From an optimization exercise on the open Yosys and OpenROAD flow, aimed at small area, a short achievable clock period and few clock cycles per item; shortcuts taken in it are not production practice. The RTL was checked by simulation tests, not by an equivalence proof against the original design.

// projection_char_segmenter
module projection_char_segmenter #(
    parameter int MAX_WIDTH  = pcs_pkg::MAX_WIDTH_DEF,
    parameter int MAX_HEIGHT = pcs_pkg::MAX_HEIGHT_DEF,
    parameter int NUM_CHARS  = pcs_pkg::NUM_CHARS_DEF
) (
    input  logic                                aclk,
    input  logic                                aresetn,
    input  logic                                s_valid,
    output logic                                s_ready,
    input  logic [pcs_pkg::PIXEL_W-1:0]         s_pixel,
    output logic                                m_valid,
    input  logic                                m_ready,
    output logic [pcs_pkg::CHAR_INDEX_W-1:0]    m_char_index,
    output logic [pcs_pkg::LEFT_W-1:0]          m_left,
    output logic [pcs_pkg::TOP_W-1:0]           m_top,
    output logic [pcs_pkg::BOX_WIDTH_W-1:0]     m_box_width,
    output logic [pcs_pkg::BOX_HEIGHT_W-1:0]    m_box_height,
    output logic                                m_last,
    input  logic                                cfg_valid,
    output logic                                cfg_ready,
    input  logic [pcs_pkg::CFG_INDEX_W-1:0]     cfg_index,
    input  logic [pcs_pkg::CFG_DATA_W-1:0]      cfg_data
);
    localparam logic [1:0] SC_IDLE = 2'd0;
    localparam logic [1:0] SC_SCAN = 2'd1;
    localparam logic [1:0] SC_TAIL = 2'd2;
    logic [7:0] wm1_reg;
    logic [5:0] hm1_reg;
    logic [8:0] rt_reg;
    logic [6:0] ct_reg;
    always_ff @(posedge aclk) begin
        if (!aresetn) begin
            wm1_reg <= 8'd255;
            hm1_reg <= 6'd63;
            rt_reg  <= ROW_THRESHOLD_RST;
            ct_reg  <= COL_THRESHOLD_RST;
        end else if (cfg_valid) begin
  ...
Size: ~2,600 cells after synthesis, about 41,000 um2 of cells after synthesis.
clock: 7.0 ns
lec_check: 0
cap_margin: 20
core_margin: 2
core_utilization: 65
cts_cluster_diameter: 80
cts_cluster_size: 24
place_density: 0.72
setup_slack_margin: 4.5
slew_margin: 20
tns_end_percent: 100
run.sh (not shown) runs the stock make flow with config.mk's settings and CLKGATE_MAP_FILE= SYNTH_SCRIPT=/design/flow/synth_recipe.tcl, a recipe that flattens the netlist after the stock synthesis.
The starting point completed without violations.
Testbench counts at the start, summed over its fixed seeds: cycles 349,737, images 160.
Next try:
--- a/flow/design.v
+++ b/flow/design.v
@@ -257,50 +257,54 @@
     assign m_box_width  = {1'b0, m_width_reg};
     assign m_last       = m_last_reg;
     localparam int QD  = 4;
     logic           s_ready_reg;
     logic           acc;
     logic [QD-1:0]  q_reg;        
     logic [QD-1:0]  qt_reg;       
     logic [QD-1:0]  q_wr;         
     logic [QD-1:0]  q_wr_pop;     
     logic [7:0]     pc_reg;       
     logic [5:0]     pr_reg;       
-    logic           last_col;
-    logic           last_row;
+    logic           last_col;     
+    logic           last_row;     
+    logic           col0;         
+    logic           row0;         
     logic           at_start;
     logic           relabel;
     logic           row0_ok;
     logic           use_px;       
     assign acc = s_valid && s_ready_reg;
     always_comb begin
-        last_col = (pc_reg == wm1_reg);
-        last_row = (pr_reg == hm1_reg);
-        at_start = (pc_reg == 8'd0) && (pr_reg == 6'd0);
-        relabel  = at_start && !spend_next;
-        row0_ok  = (pr_reg != 6'd0) || !((sc_reg == SC_SCAN) || img_end)
+        at_start = col0 && row0;
+        relabel  = at_start && !((sc_reg == SC_SCAN) || img_end);
+        row0_ok  = !row0 || !((sc_reg == SC_SCAN) || img_end)
                    || !((pc_reg == sx_reg) || (pc_reg == sx_reg + 8'd1))
                    || !(inside_reg || (s_al && head[1])) || !m_valid_reg;
         use_px   = qt_reg[0] && (relabel || q_al_reg) && row0_ok
                    && !(last_col && last_row && pend_reg);
         for (int i = 0; i < QD; i++) begin
             q_wr[i]     = !qt_reg[i] && ((i == 0) || qt_reg[(i > 0) ? i - 1 : 0]);
             q_wr_pop[i] = (i < QD - 1) ? q_wr[(i < QD - 1) ? i + 1 : i] : 1'b0;
         end
     end
     always_ff @(posedge aclk) begin
         if (!aresetn) begin
             s_ready_reg <= 1'b0;
             qt_reg      <= '0;
             pc_reg      <= '0;
             pr_reg      <= '0;
+            last_col    <= 1'b0;
+            last_row    <= 1'b0;
+            col0        <= 1'b1;
+            row0        <= 1'b1;
             qlag_reg    <= '0;
             q_al_reg    <= 1'b0;
             pend_reg    <= 1'b0;
         end else begin
             if (use_px) begin
                 s_ready_reg <= !(acc && qt_reg[QD-1]);
                 qt_reg      <= acc ? qt_reg : (qt_reg >> 1);
             end else begin
                 s_ready_reg <= acc ? !qt_reg[QD-2] : !qt_reg[QD-1];
                 qt_reg      <= acc ? {qt_reg[QD-2:0], 1'b1} : qt_reg;
             end
@@ -310,27 +314,36 @@
             end else begin
                 qlag_reg <= qlag_reg + 8'd1;
                 q_al_reg <= 1'b0;
             end
             if (use_px && last_col && last_row) begin
                 pend_reg <= 1'b1;
             end else if (m_valid_reg && m_ready && m_last_reg) begin
                 pend_reg <= 1'b0;
             end
             if (use_px) begin
                 if (last_col) begin
-                    pc_reg <= '0;
-                    pr_reg <= last_row ? 6'd0 : pr_reg + 6'd1;
+                    pc_reg   <= '0;
+                    last_col <= (wm1_reg == 8'd0);
+                    col0     <= 1'b1;
+                    pr_reg   <= last_row ? 6'd0 : pr_reg + 6'd1;
+                    last_row <= last_row ? (hm1_reg == 6'd0) : ((pr_reg + 6'd1) == hm1_reg);
+                    row0     <= last_row;
                 end else begin
-                    pc_reg <= pc_reg + 8'd1;
+                    pc_reg   <= pc_reg + 8'd1;
+                    last_col <= ((pc_reg + 8'd1) == wm1_reg);
+                    col0     <= 1'b0;
                 end
+            end else begin
+                last_col <= (pc_reg == wm1_reg);
+                last_row <= (pr_reg == hm1_reg);
             end
         end
     end
     always_ff @(posedge aclk) begin
         for (int i = 0; i < QD; i++) begin
             if (use_px) begin
                 if (acc && q_wr_pop[i]) begin
                     q_reg[i] <= |s_pixel;
                 end else begin
                     q_reg[i] <= (i < QD - 1) ? q_reg[(i < QD - 1) ? i + 1 : i] : 1'b0;
                 end
@@ -346,26 +359,26 @@
     logic lastrow_q;
     logic rowend_q;
     logic rowstart_q;
     logic inhalf_q;
     always_ff @(posedge aclk) begin
         if (!aresetn) begin
             use_q <= 1'b0;
         end else begin
             use_q <= use_px;
         end
         fg_q       <= q_reg[0];
-        row0_q     <= (pr_reg == 6'd0);
+        row0_q     <= row0;
         lastrow_q  <= last_row;
         rowend_q   <= last_col;
-        rowstart_q <= (pc_reg == 8'd0);
+        rowstart_q <= col0;
         inhalf_q   <= ({pr_reg, 1'b0} <= ({1'b0, hm1_reg} + 7'd1));
     end
     logic [5:0] col_base;
     logic [6:0] col_sum;
     logic [8:0] racc_reg;
     logic [8:0] row_sum;
     assign col_base = row0_q ? 6'd0 : head;
     assign col_sum  = {1'b0, col_base} + 7'(fg_q);
     assign row_sum  = (rowstart_q ? 9'd0 : racc_reg) + 9'(fg_q);
     assign img_end  = use_q && lastrow_q && rowend_q;
     always_comb begin
Effect:
- worst setup slack gains 110 ps
- final area went up by 0.53%
- core utilization went up by 0.12 points
- routed wire length went down by 2.3%
- global-route usage went down by 0.86 points
- cell count went up by 1.2%
- area after synthesis went up by 1.0%
- clock-buffer cell count went down by 3
- first-iteration DRC count went down by 16%
- fmax went up by 4.1%
- sequential share of layout area went down by 0.26 points
Testbench counts after the change, summed over its fixed seeds: cycles 349,737, images 160.

==> afterwards: timing with drivers on the ports <==
How much do the figures lean on ideal ports? The routed layouts below were timed once more, with nothing changed but the port constraints. Step 1 assumes that a clkbuf_16 drives the clock port and a buf_2 every other input. Step 2 moves the port delays by t, midway between the first and last clock arrival at a register: inputs arrive t later, outputs are due t later. That takes back most of the time a late clock gives input paths. Slacks: ideal ports / drivers / drivers and shift; pairs: ideal ports / drivers.
run | t (ns) | setup slack, ns | hold slack, ns | worst slew at a driven data input, ns
the first run | 0.698 | 4.301 / 4.238 / 3.826 | 0.318 / 0.318 / 0.318 | 0.04
the second run | 0.691 | 4.406 / 4.350 / 3.888 | 0.321 / 0.321 / 0.321 | 0.03
After both steps setup and hold are still met in every run listed. For the second run, which loses most, drivers alone change the setup slack by -0.056 ns; drivers and shift together by -0.518 ns.
